Source: an optimization exercise on an open RTL-to-GDS flow (aim: small area). Production flows keep margins and buffers that such runs may drop.
For this run, only the layout was checked, not whether the RTL still works.

==> design/flow/design.v <==
module clefia_gfn4_round
(
    input  logic [127:0] t_i,
    input  logic [31:0]  rk0_i,
    input  logic [31:0]  rk1_i,
    output logic [127:0] t_c_o
);
    localparam logic [63:0] SS0 = 64'he6ca872fb14059d3;
    localparam logic [63:0] SS1 = 64'h640d2ba39cef8751;
    localparam logic [63:0] SS2 = 64'hb85ea64cf72310d9;
    localparam logic [63:0] SS3 = 64'ha26d345e0789bfc1;
    function automatic logic [3:0] gf4_x2(input logic [3:0] a);
        gf4_x2 = {a[2:0], 1'b0} ^ (a[3] ? 4'h3 : 4'h0);
    endfunction
    function automatic logic [7:0] sbox0(input logic [7:0] x);
        logic [3:0] t0, t1, u0, u1;
        logic [3:0] i0, i1, i2, i3;
        i0 = ~x[7:4];
        i1 = ~x[3:0];
        t0 = SS0[4*i0 +: 4];
        t1 = SS1[4*i1 +: 4];
        u0 = t0 ^ gf4_x2(t1);
        u1 = gf4_x2(t0) ^ t1;
        i2 = ~u0;
        i3 = ~u1;
        sbox0 = {SS2[4*i2 +: 4], SS3[4*i3 +: 4]};
    endfunction
    logic [31:0] t0, t1, t2, t3;
    logic [31:0] x0, x2;       
    logic [31:0] y0, y2;       
    logic [31:0] f0, f2;       
    assign {t0, t1, t2, t3} = t_i;
    assign x0 = rk0_i ^ t0;
    assign x2 = rk1_i ^ t2;
    assign y0[31:24] = sbox0(x0[31:24]);
    clefia_s1 u_s1_01 (.x(x0[23:16]), .y(y0[23:16]));
    assign y0[15:8] = sbox0(x0[15:8]);
    clefia_s1 u_s1_03 (.x(x0[7:0]), .y(y0[7:0]));
    clefia_m0 u_m0 (.y(y0), .f(f0));
    clefia_s1 u_s1_10 (.x(x2[31:24]), .y(y2[31:24]));
    assign y2[23:16] = sbox0(x2[23:16]);
    clefia_s1 u_s1_12 (.x(x2[15:8]), .y(y2[15:8]));
    assign y2[7:0] = sbox0(x2[7:0]);
    clefia_m1 u_m1 (.y(y2), .f(f2));
    assign t_c_o = {t1 ^ f0, t2, t3 ^ f2, t0};
endmodule
module clefia_s1(x, y);
  input [7:0] x;
  wire [7:0] x;
  output [7:0] y;
  wire [7:0] y;
  wire _000_;
  wire _001_;
  wire _002_;
  wire _003_;
  wire _004_;
  wire _005_;
  wire _006_;
  wire _007_;
  wire _008_;
  wire _009_;
  wire _010_;
  wire _011_;
  wire _012_;
  wire _013_;
  wire _014_;
  wire _015_;
  wire _016_;
  wire _017_;
  wire _018_;
  wire _019_;
  wire _020_;
  wire _021_;
  wire _022_;
  wire _023_;
  wire _024_;
  wire _025_;
  wire _026_;
  wire _027_;
  wire _028_;
  wire _029_;
  wire _030_;
  wire _031_;
  wire _032_;
  wire _033_;
  wire _034_;
  wire _035_;
  wire _036_;
  wire _037_;
  wire _038_;
  wire _039_;
  wire _040_;
  wire _041_;
  wire _042_;
  wire _043_;
  wire _044_;
  wire _045_;
  wire _046_;
  wire _047_;
  wire _048_;
  wire _049_;
  wire _050_;
  wire _051_;
  wire _052_;
  wire _053_;
  wire _054_;
  wire _055_;
  wire _056_;
  wire _057_;
  wire _058_;
  wire _059_;
  wire _060_;
  wire _061_;
  wire _062_;
  wire _063_;
  wire _064_;
  wire _065_;
  wire _066_;
  wire _067_;
  wire _068_;
  wire _069_;
  wire _070_;
  wire _071_;
  wire _072_;
  wire _073_;
  wire _074_;
  wire _075_;
  wire _076_;
  wire _077_;
  wire _078_;
  wire _079_;
  wire _080_;
  wire _081_;
  wire _082_;
  wire _083_;
  wire _084_;
  wire _085_;
  wire _086_;
  wire _087_;
  wire _088_;
  wire _089_;
  wire _090_;
  wire _091_;
  wire _092_;
  wire _093_;
  wire _094_;
  wire _095_;
  wire _096_;
  wire _097_;
  wire _098_;
  wire _099_;
  wire _100_;
  wire _101_;
  wire _102_;
  wire _103_;
  wire _104_;
  wire _105_;
  wire _106_;
  wire _107_;
  wire _108_;
  wire _109_;
  wire _110_;
  wire _111_;
  wire _112_;
  wire b10;
  wire b26;
  wire b27;
  wire b28;
  assign _031_ = ~(x[1] ^ x[0]);
  assign _032_ = x[4] ^ x[1];
  assign _033_ = _032_ ^ x[3];
  assign _034_ = _033_ & x[2];
  assign _035_ = x[7] ^ x[5];
  assign _036_ = _032_ & ~(_035_);
  assign _037_ = ~(x[3] ^ x[2]);
  assign _038_ = _037_ ^ x[0];
  assign _039_ = ~(x[6] ^ x[7]);
  assign _040_ = _039_ ^ _033_;
  assign _041_ = _038_ & ~(_040_);
  assign _042_ = _041_ ^ _036_;
  assign _043_ = _033_ ^ x[5];
  assign _044_ = _031_ & ~(_043_);
  assign _045_ = _044_ ^ _035_;
  assign _046_ = _045_ ^ _042_;
  assign _047_ = ~(_046_ ^ _034_);
  assign _048_ = ~(_039_ ^ x[5]);
  assign _049_ = ~(_037_ ^ x[1]);
  assign _050_ = _049_ & ~(_048_);
  assign _051_ = _050_ ^ _036_;
  assign _052_ = ~(x[4] ^ x[0]);
  assign _053_ = x[3] ^ x[7];
  assign _054_ = _052_ & ~(_053_);
  assign _055_ = ~x[0];
  assign _056_ = ~(x[6] ^ x[5]);
  assign _057_ = _056_ ^ _037_;
  assign _058_ = _055_ & ~(_057_);
  assign _059_ = _058_ ^ _054_;
  assign _060_ = _059_ ^ _051_;
  assign _061_ = _047_ & ~(_060_);
  assign _062_ = _032_ ^ x[0];
  assign _063_ = _033_ ^ x[2];
  assign _064_ = _063_ ^ _039_;
  assign _065_ = _064_ | ~(_062_);
  assign _066_ = _053_ & ~(_052_);
  assign _067_ = _066_ ^ _042_;
  assign _068_ = ~(_067_ ^ _065_);
  assign _069_ = ~_060_;
  assign _070_ = ~(_044_ | _036_);
  assign _071_ = ~(_070_ | _066_);
  assign _072_ = _037_ ^ x[7];
  assign _073_ = ~(_037_ ^ _031_);
  assign _074_ = _072_ & ~(_073_);
  assign _075_ = _048_ & ~(_049_);
  assign _076_ = _075_ ^ _074_;
  assign _077_ = _076_ ^ _071_;
  assign _078_ = ~(_077_ | _047_);
  assign _079_ = _078_ ^ _069_;
  assign _080_ = _068_ & ~(_079_);
  assign _081_ = _080_ | _061_;
  assign _082_ = _067_ ^ _065_;
  assign _083_ = ~(_077_ & _082_);
  assign _084_ = _078_ ^ _068_;
  assign _085_ = _084_ & ~(_069_);
  assign _086_ = _085_ | ~(_083_);
  assign _087_ = _086_ ^ _081_;
  assign _088_ = _082_ & ~(_077_);
  assign _089_ = _060_ & ~(_088_);
  assign _090_ = _047_ & ~(_077_);
  assign _091_ = _090_ ^ _089_;
  assign _092_ = _069_ & ~(_082_);
  assign _093_ = ~(_092_ | _047_);
  assign _094_ = _084_ | ~(_093_);
  assign _095_ = _068_ & ~(_078_);
  assign _096_ = _095_ & ~(_093_);
  assign _097_ = _094_ & ~(_096_);
  assign _098_ = _097_ ^ _091_;
  assign _099_ = _098_ ^ _087_;
  assign _100_ = _031_ & ~(_099_);
  assign _101_ = _088_ & ~(_047_);
  assign _102_ = _079_ & ~(_095_);
  assign _103_ = _047_ & ~(_102_);
  assign _104_ = _103_ | _101_;
  assign _105_ = _049_ & ~(_104_);
  assign _106_ = _105_ ^ _100_;
  assign _107_ = _097_ & ~(_073_);
  assign _108_ = ~(_087_ & _032_);
  assign _109_ = _108_ ^ _107_;
  assign b10 = ~(_109_ ^ _106_);
  assign _110_ = ~(_104_ | _048_);
  assign _111_ = ~(_035_ ^ _032_);
  assign _112_ = _087_ & ~(_111_);
  assign _000_ = _112_ ^ _110_;
  assign _001_ = _098_ | _053_;
  assign _002_ = _057_ & ~(_081_);
  assign _003_ = _002_ ^ _001_;
  assign _004_ = _003_ ^ _000_;
  assign y[6] = _004_ ^ b10;
  assign _005_ = _099_ | _043_;
  assign _006_ = _081_ | _055_;
  assign _007_ = _052_ & ~(_098_);
  assign _008_ = ~(_007_ ^ _107_);
  assign _009_ = _008_ ^ _006_;
  assign _010_ = _009_ ^ _005_;
  assign _011_ = _091_ | ~(x[2]);
  assign _012_ = ~(_086_ | _064_);
  assign _013_ = _012_ ^ _001_;
  assign _014_ = _013_ ^ _100_;
  assign _015_ = _014_ ^ _011_;
  assign y[5] = _015_ ^ _010_;
  assign _016_ = _097_ & _072_;
  assign _017_ = ~(_016_ ^ _010_);
  assign _018_ = ~(_102_ | _090_);
  assign _019_ = _038_ & ~(_018_);
  assign _020_ = ~(_091_ | _063_);
  assign _021_ = _020_ ^ _019_;
  assign _022_ = _021_ ^ _108_;
  assign _023_ = _022_ ^ _017_;
  assign y[3] = _023_ ^ _000_;
  assign y[0] = ~(_009_ ^ _100_);
  assign _024_ = _000_ ^ _100_;
  assign b28 = _024_ ^ _017_;
  assign _025_ = _062_ & ~(_086_);
  assign _026_ = _025_ ^ _008_;
  assign _027_ = ~(_026_ ^ _106_);
  assign b27 = _027_ ^ _019_;
  assign _028_ = ~(_018_ | _040_);
  assign _029_ = _028_ ^ _110_;
  assign _030_ = _029_ ^ _013_;
  assign b26 = _030_ ^ _023_;
  assign { y[7], y[4], y[2:1] } = { b28, b27, b26, b10 };
endmodule
module clefia_m0 (input logic [31:0] y, output logic [31:0] f);
    logic s0, s1, s2, s3, s4, s5, s6, s7, s8, s9, s10, s11, s12, s13, s14, s15, s16, s17, s18, s19, s20, s21, s22, s23, s24, s25, s26, s27, s28, s29, s30, s31, s32, s33, s34, s35, s36, s37, s38, s39, s40, s41, s42, s43, s44, s45, s46, s47, s48, s49, s50, s51, s52, s53, s54, s55, s56, s57, s58, s59, s60, s61, s62, s63, s64, s65, s66, s67, s68, s69, s70, s71, s72, s73, s74, s75, s76, s77, s78, s79, s80, s81, s82, s83, s84, s85, s86, s87, s88, s89, s90, s91, s92, s93, s94, s95, s96, s97, s98, s99, s100, s101, s102, s103, s104, s105, s106, s107, s108, s109, s110, s111;
    assign s0 = y[16] ^ y[0];
    assign s1 = y[17] ^ y[1];
    assign s2 = y[18] ^ y[2];
    assign s3 = y[19] ^ y[3];
    assign s4 = y[20] ^ y[4];
    assign s5 = y[21] ^ y[5];
    assign s6 = y[22] ^ y[6];
    assign s7 = y[23] ^ y[7];
    assign s8 = y[24] ^ y[8];
    assign s9 = y[25] ^ y[9];
    assign s10 = y[26] ^ y[10];
    assign s11 = y[27] ^ y[11];
    assign s12 = y[28] ^ y[12];
    assign s13 = y[29] ^ y[13];
    assign s14 = y[30] ^ y[14];
    assign s15 = y[31] ^ y[15];
    assign s16 = y[8] ^ y[0];
    assign s17 = y[9] ^ y[1];
    assign s18 = y[10] ^ y[2];
    assign s19 = y[11] ^ y[3];
    assign s20 = y[12] ^ y[4];
    assign s21 = y[13] ^ y[5];
    assign s22 = y[14] ^ y[6];
    assign s23 = y[15] ^ y[7];
    assign s24 = y[24] ^ y[16];
    assign s25 = y[25] ^ y[17];
    assign s26 = y[26] ^ y[18];
    assign s27 = y[27] ^ y[19];
    assign s28 = y[28] ^ y[20];
    assign s29 = y[29] ^ y[21];
    assign s30 = y[30] ^ y[22];
    assign s31 = y[31] ^ y[23];
    assign s32 = s1 ^ s7;
    assign s33 = s2 ^ s7;
    assign s34 = s3 ^ s7;
    assign s35 = s9 ^ s15;
    assign s36 = s10 ^ s15;
    assign s37 = s11 ^ s15;
    assign s38 = s22 ^ s23;
    assign s39 = s16 ^ s22;
    assign s40 = s17 ^ s38;
    assign s41 = s18 ^ s38;
    assign s42 = s19 ^ s23;
    assign s43 = s30 ^ s31;
    assign s44 = s24 ^ s30;
    assign s45 = s25 ^ s43;
    assign s46 = s26 ^ s43;
    assign s47 = s27 ^ s31;
    assign s48 = s7 ^ s22;
    assign s49 = s48 ^ y[24];
    assign s50 = s0 ^ s23;
    assign s51 = s50 ^ y[25];
    assign s52 = s32 ^ s39;
    assign s53 = s52 ^ y[26];
    assign s54 = s33 ^ s40;
    assign s55 = s54 ^ y[27];
    assign s56 = s34 ^ s41;
    assign s57 = s56 ^ y[28];
    assign s58 = s4 ^ s42;
    assign s59 = s58 ^ y[29];
    assign s60 = s5 ^ s20;
    assign s61 = s60 ^ y[30];
    assign s62 = s6 ^ s21;
    assign s63 = s62 ^ y[31];
    assign s64 = s15 ^ s22;
    assign s65 = s64 ^ y[16];
    assign s66 = s8 ^ s23;
    assign s67 = s66 ^ y[17];
    assign s68 = s35 ^ s39;
    assign s69 = s68 ^ y[18];
    assign s70 = s36 ^ s40;
    assign s71 = s70 ^ y[19];
    assign s72 = s37 ^ s41;
    assign s73 = s72 ^ y[20];
    assign s74 = s12 ^ s42;
    assign s75 = s74 ^ y[21];
    assign s76 = s13 ^ s20;
    assign s77 = s76 ^ y[22];
    assign s78 = s14 ^ s21;
    assign s79 = s78 ^ y[23];
    assign s80 = s7 ^ s30;
    assign s81 = s80 ^ y[8];
    assign s82 = s0 ^ s31;
    assign s83 = s82 ^ y[9];
    assign s84 = s32 ^ s44;
    assign s85 = s84 ^ y[10];
    assign s86 = s33 ^ s45;
    assign s87 = s86 ^ y[11];
    assign s88 = s34 ^ s46;
    assign s89 = s88 ^ y[12];
    assign s90 = s4 ^ s47;
    assign s91 = s90 ^ y[13];
    assign s92 = s5 ^ s28;
    assign s93 = s92 ^ y[14];
    assign s94 = s6 ^ s29;
    assign s95 = s94 ^ y[15];
    assign s96 = s15 ^ s30;
    assign s97 = s96 ^ y[0];
    assign s98 = s8 ^ s31;
    assign s99 = s98 ^ y[1];
    assign s100 = s35 ^ s44;
    assign s101 = s100 ^ y[2];
    assign s102 = s36 ^ s45;
    assign s103 = s102 ^ y[3];
    assign s104 = s37 ^ s46;
    assign s105 = s104 ^ y[4];
    assign s106 = s12 ^ s47;
    assign s107 = s106 ^ y[5];
    assign s108 = s13 ^ s28;
    assign s109 = s108 ^ y[6];
    assign s110 = s14 ^ s29;
    assign s111 = s110 ^ y[7];
    assign f[0] = s97;
    assign f[1] = s99;
    assign f[2] = s101;
    assign f[3] = s103;
    assign f[4] = s105;
    assign f[5] = s107;
    assign f[6] = s109;
    assign f[7] = s111;
    assign f[8] = s81;
    assign f[9] = s83;
    assign f[10] = s85;
    assign f[11] = s87;
    assign f[12] = s89;
    assign f[13] = s91;
    assign f[14] = s93;
    assign f[15] = s95;
    assign f[16] = s65;
    assign f[17] = s67;
    assign f[18] = s69;
    assign f[19] = s71;
    assign f[20] = s73;
    assign f[21] = s75;
    assign f[22] = s77;
    assign f[23] = s79;
    assign f[24] = s49;
    assign f[25] = s51;
    assign f[26] = s53;
    assign f[27] = s55;
    assign f[28] = s57;
    assign f[29] = s59;
    assign f[30] = s61;
    assign f[31] = s63;
endmodule
module clefia_m1 (input logic [31:0] y, output logic [31:0] f);
    logic s0, s1, s2, s3, s4, s5, s6, s7, s8, s9, s10, s11, s12, s13, s14, s15, s16, s17, s18, s19, s20, s21, s22, s23, s24, s25, s26, s27, s28, s29, s30, s31, s32, s33, s34, s35, s36, s37, s38, s39, s40, s41, s42, s43, s44, s45, s46, s47, s48, s49, s50, s51, s52, s53, s54, s55, s56, s57, s58, s59, s60, s61, s62, s63, s64, s65, s66, s67, s68, s69, s70, s71, s72, s73, s74, s75, s76, s77, s78, s79, s80, s81, s82, s83, s84, s85, s86, s87, s88, s89, s90, s91, s92, s93, s94, s95, s96, s97, s98, s99, s100, s101, s102, s103, s104, s105, s106, s107, s108, s109, s110, s111, s112, s113, s114, s115, s116, s117;
    assign s0 = y[16] ^ y[0];
    assign s1 = y[17] ^ y[1];
    assign s2 = y[18] ^ y[2];
    assign s3 = y[19] ^ y[3];
    assign s4 = y[20] ^ y[4];
    assign s5 = y[21] ^ y[5];
    assign s6 = y[22] ^ y[6];
    assign s7 = y[23] ^ y[7];
    assign s8 = y[24] ^ y[8];
    assign s9 = y[25] ^ y[9];
    assign s10 = y[26] ^ y[10];
    assign s11 = y[27] ^ y[11];
    assign s12 = y[28] ^ y[12];
    assign s13 = y[29] ^ y[13];
    assign s14 = y[30] ^ y[14];
    assign s15 = y[31] ^ y[15];
    assign s16 = y[8] ^ y[0];
    assign s17 = y[9] ^ y[1];
    assign s18 = y[10] ^ y[2];
    assign s19 = y[11] ^ y[3];
    assign s20 = y[12] ^ y[4];
    assign s21 = y[13] ^ y[5];
    assign s22 = y[14] ^ y[6];
    assign s23 = y[15] ^ y[7];
    assign s24 = y[24] ^ y[16];
    assign s25 = y[25] ^ y[17];
    assign s26 = y[26] ^ y[18];
    assign s27 = y[27] ^ y[19];
    assign s28 = y[28] ^ y[20];
    assign s29 = y[29] ^ y[21];
    assign s30 = y[30] ^ y[22];
    assign s31 = y[31] ^ y[23];
    assign s32 = s5 ^ s7;
    assign s33 = s0 ^ s5;
    assign s34 = s6 ^ s33;
    assign s35 = s1 ^ s6;
    assign s36 = s32 ^ s35;
    assign s37 = s2 ^ s6;
    assign s38 = s7 ^ s37;
    assign s39 = s3 ^ s7;
    assign s40 = s13 ^ s15;
    assign s41 = s8 ^ s13;
    assign s42 = s14 ^ s41;
    assign s43 = s9 ^ s14;
    assign s44 = s40 ^ s43;
    assign s45 = s10 ^ s14;
    assign s46 = s15 ^ s45;
    assign s47 = s11 ^ s15;
    assign s48 = s17 ^ s23;
    assign s49 = s18 ^ s23;
    assign s50 = s19 ^ s23;
    assign s51 = s25 ^ s31;
    assign s52 = s26 ^ s31;
    assign s53 = s27 ^ s31;
    assign s54 = s5 ^ s23;
    assign s55 = s54 ^ y[24];
    assign s56 = s6 ^ s16;
    assign s57 = s56 ^ y[25];
    assign s58 = s32 ^ s48;
    assign s59 = s58 ^ y[26];
    assign s60 = s34 ^ s49;
    assign s61 = s60 ^ y[27];
    assign s62 = s36 ^ s50;
    assign s63 = s62 ^ y[28];
    assign s64 = s38 ^ s20;
    assign s65 = s64 ^ y[29];
    assign s66 = s39 ^ s21;
    assign s67 = s66 ^ y[30];
    assign s68 = s4 ^ s22;
    assign s69 = s68 ^ y[31];
    assign s70 = s13 ^ s23;
    assign s71 = s70 ^ y[16];
    assign s72 = s14 ^ s16;
    assign s73 = s72 ^ y[17];
    assign s74 = s40 ^ s48;
    assign s75 = s74 ^ y[18];
    assign s76 = s42 ^ s49;
    assign s77 = s76 ^ y[19];
    assign s78 = s44 ^ s50;
    assign s79 = s78 ^ y[20];
    assign s80 = s46 ^ s20;
    assign s81 = s80 ^ y[21];
    assign s82 = s47 ^ s21;
    assign s83 = s82 ^ y[22];
    assign s84 = s12 ^ s22;
    assign s85 = s84 ^ y[23];
    assign s86 = s5 ^ s31;
    assign s87 = s86 ^ y[8];
    assign s88 = s6 ^ s24;
    assign s89 = s88 ^ y[9];
    assign s90 = s32 ^ s51;
    assign s91 = s90 ^ y[10];
    assign s92 = s34 ^ s52;
    assign s93 = s92 ^ y[11];
    assign s94 = s36 ^ s53;
    assign s95 = s94 ^ y[12];
    assign s96 = s38 ^ s28;
    assign s97 = s96 ^ y[13];
    assign s98 = s39 ^ s29;
    assign s99 = s98 ^ y[14];
    assign s100 = s4 ^ s30;
    assign s101 = s100 ^ y[15];
    assign s102 = s13 ^ s31;
    assign s103 = s102 ^ y[0];
    assign s104 = s14 ^ s24;
    assign s105 = s104 ^ y[1];
    assign s106 = s40 ^ s51;
    assign s107 = s106 ^ y[2];
    assign s108 = s42 ^ s52;
    assign s109 = s108 ^ y[3];
    assign s110 = s44 ^ s53;
    assign s111 = s110 ^ y[4];
    assign s112 = s46 ^ s28;
    assign s113 = s112 ^ y[5];
    assign s114 = s47 ^ s29;
    assign s115 = s114 ^ y[6];
    assign s116 = s12 ^ s30;
    assign s117 = s116 ^ y[7];
    assign f[0] = s103;
    assign f[1] = s105;
    assign f[2] = s107;
    assign f[3] = s109;
    assign f[4] = s111;
    assign f[5] = s113;
    assign f[6] = s115;
    assign f[7] = s117;
    assign f[8] = s87;
    assign f[9] = s89;
    assign f[10] = s91;
    assign f[11] = s93;
    assign f[12] = s95;
    assign f[13] = s97;
    assign f[14] = s99;
    assign f[15] = s101;
    assign f[16] = s71;
    assign f[17] = s73;
    assign f[18] = s75;
    assign f[19] = s77;
    assign f[20] = s79;
    assign f[21] = s81;
    assign f[22] = s83;
    assign f[23] = s85;
    assign f[24] = s55;
    assign f[25] = s57;
    assign f[26] = s59;
    assign f[27] = s61;
    assign f[28] = s63;
    assign f[29] = s65;
    assign f[30] = s67;
    assign f[31] = s69;
endmodule
module clefia_ks_gfn12
(
    input  logic               clk,
    input  logic               rst,
    input  logic               start,
    input  logic [127:0]       key,
    output logic [3:0]         Round,
    input  logic [63:0]        CON,
    output logic               busy,
    output logic               done,
    output logic [127:0]       L
);
    logic [127:0] t_q;
    logic [127:0] t_rnd;
    logic [3:0]   round_q;
    logic [127:0] l_q;
    logic         done_q;
    logic         run_c, last_c;
    assign run_c  = |round_q;
    assign last_c = round_q[3] & round_q[2];
    clefia_gfn4_round u_round (
        .t_i    (t_q),
        .rk0_i  (CON[63:32]),
        .rk1_i  (CON[31:0]),
        .t_c_o  (t_rnd)
    );
    always_ff @(posedge clk) begin
        t_q <= run_c ? t_rnd : key;
    end
    always_ff @(posedge clk) begin
        if (rst) begin
            round_q <= 4'd0;
            done_q  <= 1'b0;
            l_q     <= '0;
        end else begin
            done_q <= last_c;
            if (last_c)
                round_q <= 4'd0;
            else if (run_c)
                round_q <= round_q + 4'd1;
            else if (start && !done_q)
                round_q <= 4'd1;
            if (last_c)
                l_q <= {t_rnd[31:0], t_rnd[127:32]};
        end
    end
    assign Round = round_q;
    assign busy  = run_c;
    assign done  = done_q;
    assign L     = l_q;
endmodule
==> design/flow/flow/run.sh <==
#!/bin/bash
# Layout flow: the standard flow (standard.sh) with
#  - synthesis by flow/synth.tcl: the standard synthesis with its combinational
#    logic mapped for area (registers unchanged; see synth.tcl),
#  - minimum-size buffers (buf_1) on the ports.
# make's full output goes to layout.log here; ORFS's per-step logs stay under orfs/logs.
set -euo pipefail
W=$(pwd)
F=$W/flow
bash standard.sh SYNTH_SCRIPT=$F/synth.tcl \
  "BUFFER_PORTS_ARGS=-buffer_cell sky130_fd_sc_hd__buf_1" \
  finish > $W/layout.log 2>&1
==> design/flow/flow/area.abc <==
strash; &get -n; &dch; &nf -a -R 1000; &put; topo
==> design/flow/flow/synth.tcl <==
# The standard synthesis script (synth_recipe.tcl) with three changes that
# touch only the combinational logic:
#  - Yosys's synth runs with -noabc (no intermediate generic ABC pass),
#  - ORFS's half/full-adder extraction (extract_fa) is skipped,
#  - the final ABC technology mapping uses flow/area.abc, an area-oriented
#    script, in place of ORFS's speed script.
# Every register, its name and its cell type are those of the standard synthesis.
set area_abc_script [file join [file dirname [file normalize [info script]]] area.abc]
proc synth {args} { yosys synth -nofsm -noshare -noabc {*}$args }
proc extract_fa {args} { puts "extract_fa skipped" }
proc abc {args} {
  set i [lsearch -exact $args -script]
  if { $i >= 0 } { set args [lreplace $args $i [expr {$i + 1}] -script $::area_abc_script] }
  yosys abc {*}$args
}
source $::env(SCRIPTS_DIR)/synth.tcl
# left out here: clear keep_hierarchy, flatten, clean up, hide names made inside functions, write 1_2_yosys.v
==> design/flow/standard.sh <==
#!/bin/bash
# synth_recipe.tcl (not shown) runs the flow's synth.tcl, then flattens the netlist and writes it again
# the make line also repeats each setting of config.mk as NAME=value (left out here)
make -C /OpenROAD-flow-scripts/flow DESIGN_CONFIG=/design/flow/config.mk WORK_HOME=/design/flow/orfs CLKGATE_MAP_FILE= SYNTH_SCRIPT=/design/flow/synth_recipe.tcl "${@:-finish}"
==> design/flow/config.mk <==
export PLATFORM = sky130hd
export DESIGN_NAME = clefia_ks_gfn12
export DESIGN_NICKNAME = clefia_ks_gfn12
export VERILOG_FILES = /design/flow/design.v
export SDC_FILE = /design/flow/constraint.sdc
export NUM_CORES = 4
export LEC_CHECK = 0
export CAP_MARGIN = 20
export CORE_MARGIN = 2
export CORE_UTILIZATION = 60
export CTS_BUF_LIST = sky130_fd_sc_hd__clkbuf_4 sky130_fd_sc_hd__clkbuf_8
export CTS_CLUSTER_DIAMETER = 100
export CTS_CLUSTER_SIZE = 16
export GPL_TIMING_DRIVEN = 0
export SLEW_MARGIN = 20
==> design/flow/constraint.sdc <==
create_clock -name core_clock -period 8.0 [get_ports {clk}]
set_input_delay 1.6000 -clock core_clock [delete_from_list [all_inputs] [get_ports {clk}]]
set_output_delay 1.6000 -clock core_clock [all_outputs]
set_load 0.01 [all_outputs]
==> qor.txt <==
Top cells by area, synth: dfxtp_1, xnor2_1, xor2_1, nand2_1, nor2_1
CP peak stage delay: 0.53 ns
Gr usage total: 33.9%
Number of max-cap violations: 0
Largest net degree at the start of global routing: 102
Beginning of the worst hold path: l_q[94]
Global-route wire length before repair: 74.1 mm
Synth top area share: 33.2%
Hold Crit Endpoint: l_q[94]
CTS sink count: 261
CTS Buffer Depth: 3
Routed wire per std cell: 18.8 µm
Clk Latency, worst-skew pair: 0.58 ns
Required @ worst endpoint: 8.42 ns
Reg area: 5230 µm²
Grt met1 use: 45.9%
CP Launch Type: input pin
Reg2Reg Depth: 23
Nets: 2462
Slew margin rel.: 44.7%
DP Worst Slack: -0.732 ns
Worst Path Arrival: 8.09 ns
CTS buffer count: 20
CTS root buffer: clkbuf_8
Upper clock frequency limit: 130 MHz
TritonCTS clock tree: built
Total grt overflow: 0
Worst-Margin Slew: 0.824 ns
Setup Crit Path Kind: in2reg
Die height: 166 µm
Port bufs: 328
Clock slew at reported path FFs: 0.11 ns
Die area: 27500 µm²
Post-synthesis cell type count: 30
Sequential share of the synthesized area: 33.2%
Multi-input logic area: 10600 µm²
Ports: 329
Number of cells on the worst hold path: 2
Final Skew: 0.0501 ns
Initial antenna violation count: 3
FF-to-FF Start: t_q[97]
Global Route met3 Usage: 6.29%
Via count: 14200
Drt first pass iters: 6
Antenna viol nets, final: 0
Min Tclk post-route: 7.67 ns
Vias in the first global route: 13700
Syn Area/Cell: 8.26 µm²
Number of setup buffers added after CTS: 0
Hold Path Class: reg2reg
Seq cells post-synth: 261
Top Usage Layer GRT: met2
Post-synthesis cell count: 1905
DRT iter0 DRCs: 1208
CP cell instances: buf_1, xor2_1, xor2_1, xor2_2, xnor2_1, nor2_1, xnor2_1, xor2_1, xnor2_1, clkinv_1, xnor2_1, nand2_1, o31ai_1, xnor2_1, xnor2_1, nor2_1, xor2_1, xnor2_2, xnor2_2, xnor2_2, xnor2_1, xnor2_1, xnor2_1, o21ai_0
Final Worst Setup Slack: 0.331 ns
Post-Syn Nets: 2100
CP endpoint kind: flip-flop
Met2 Track Usage GR: 53.8%
H-tree level count: 1
Synth top cells by count: xnor2_1, nand2_1, dfxtp_1
Cell taking the most area after synthesis: dfxtp_1
Max FO, Critical Path: 6
Asr flop ratio synth: 0%
Synth Cell Area: 15700 µm²
CP most frequent cell: xnor2_1
WL final: 49.0 mm
Fraction of layout instances using a drive strength above 1: 2.78%
Filler cells: 2253
CTS Hold Buffers Added: 0
Ys flop type: dfxtp_1
Final number of max-transition violations: 0
Row count: 59
Setup slack, reg-to-reg: 0.99 ns
Slowest-stage cell, CP: xnor2_2
Area delta synth->final: 15.4%
Total core area: 25900 µm²
CP startpoint: CON[33]
DRC: 0
Starting density of the core: 60.7%
Final RePlAce weighted congestion: 0.959
Buf+Inv Stages, Crit Path: 2
Final setup vio count: 0
Status: finished clean
Core Util, Final: 70.1%
R2R Path End: l_q[82]
Period utilization: 95.9%
Die Wd: 166 µm
CP top delay family: XOR/XNOR gates
Count leader, synth: xnor2_1
EDFF count, synth: 0
Ys Warns: 2
Hold Fails Final Rpt: 0
DR vias/cell: 5.47
DP HPWL: 39.2 mm
==> sequential cells by signal (all words and copies together), names as in the netlist <==
| register | flops |
|---|---|
| t_q | 128 |
| done_q | 1 |
| l_q | 128 |
| round_q | 4 |
==> per-layer routing <==
metal / routed length, µm / vias to the layer above
li1: - / 6889
met1: 20800 / 6644
met2: 21900 / 603
met3: 4300 / 105
met4: 2050 / 2
met5: 13 / -
==> worst register-to-register path: cells and delay by family, from the launching register on <==
kind / cells / cell delay, ns
buffers and inverters: 1 / 0.27
and+or+nand+nor: 3 / 0.55
AOI/OAI and AO/OA: 2 / 0.38
xor gates and xnor gates: 17 / 5.24
DFF: 1 / 0.45
==> worst max-delay path by stage <==
stage                           to  slack (ns)  cells past startpoint
after floorplan           t_q[107]        0.92                     23
after global placement        busy       -3.35                      3
after detailed placement   l_q[10]       -0.73                     26
after CTS                  l_q[10]        0.01                     26
after global routing       l_q[11]       -0.01                     27
final                      l_q[82]        0.33                     24
==> placed cells by master (no fill, tap or decap), types with 2 or more instances in the layout <==
cell / synthesis / final
xnor2_1: 504 / 486
nand2_1: 336 / 336
buf_1: 0 / 328
dfxtp_1: 261 / 261
nor2_1: 211 / 211
xor2_1: 191 / 185
a21oi_1: 121 / 120
o21ai_0: 95 / 95
a22o_1: 67 / 67
clkinv_1: 26 / 24
nand2b_1: 21 / 21
clkbuf_8: 0 / 21
xnor2_2: 0 / 18
nor2b_1: 14 / 14
o22ai_1: 11 / 11
or2_0: 9 / 8
and2_0: 6 / 6
nor3_1: 6 / 6
buf_16: 0 / 5
xor2_2: 0 / 4
a31oi_1: 4 / 4
a211oi_1: 3 / 3
mux2i_1: 3 / 3
a22oi_1: 3 / 3
buf_4: 0 / 3
clkinv_4: 0 / 2
a21o_1: 2 / 2
nor3b_1: 2 / 2
xor2_4: 0 / 2
buf_8: 0 / 2
==> final cells by class <==
class | instances | share of cell area (%)
inverters | 26 | 0.593
clock inverters | 1 | 0.0896
clock buffers | 21 | 1.59
repair buffers | 340 | 8.00
flip-flops and latches | 261 | 28.8
multi-input cells | 1618 | 58.6
diodes | 1 | 0.0138
well taps | 335 | 2.31
==> per-stage QoR <==
step | hold slack [ns] | instance area (µm²) | setup TNS [ns] | cells
3_3_place_gp | 0.433 | 17400 | -510.91 | 2568
3_5_place_dp | 0.441 | 17600 | -18.31 | 2580
2_1_floorplan | 0.447 | 15800 | 0 | 1905
5_1_grt | 0.487 | 18200 | -0.0182 | 2603
4_1_cts | 0.464 | 18000 | 0 | 2602
6_report | 0.460 | 18200 | 0 | 2603
==> logic make-up after synthesis <==
kind of cell	after synthesis	share of synthesized area (%)
AOI/OAI and AO/OA	312	11.9
xor gates and xnor gates	695	38.7
buffers and inverters	26	0.620
DFF	261	33.2
muxes	3	0.191
and+or+nand+nor	608	15.4
==> what timing repair did <==
action	CTS	global route
gates resized for setup	2	24
setup endpoints to repair	8	55
pin swaps	0	0

port drivers added, routing unchanged:
No port has a modelled driver above. Below, the same layout with a new extraction and two added sets of constraints. Step 1 assumes that a clkbuf_16 drives the clock port and a buf_2 every other input. Step 2 moves the port delays by t, midway between the first and last clock arrival at a register: inputs arrive t later, outputs are due t later. That takes back most of the time a late clock gives input paths. Slacks: no drivers / after step 1 / after step 2; pairs: no drivers / after step 1.
shift t [ns]: 0.605
slack for setup (ns): 0.331 / 0.352 / -0.253
hold slack, ns: 0.460 / 0.460 / 0.460
latest minus earliest clock arrival (ns): 0.051 / 0.051
worst slew at a driven data input, ns: 0.09
With both steps, setup timing fails in this run, where it was met with ideal ports. For this run, drivers alone change the setup slack by +0.021 ns; drivers and shift together by -0.584 ns.
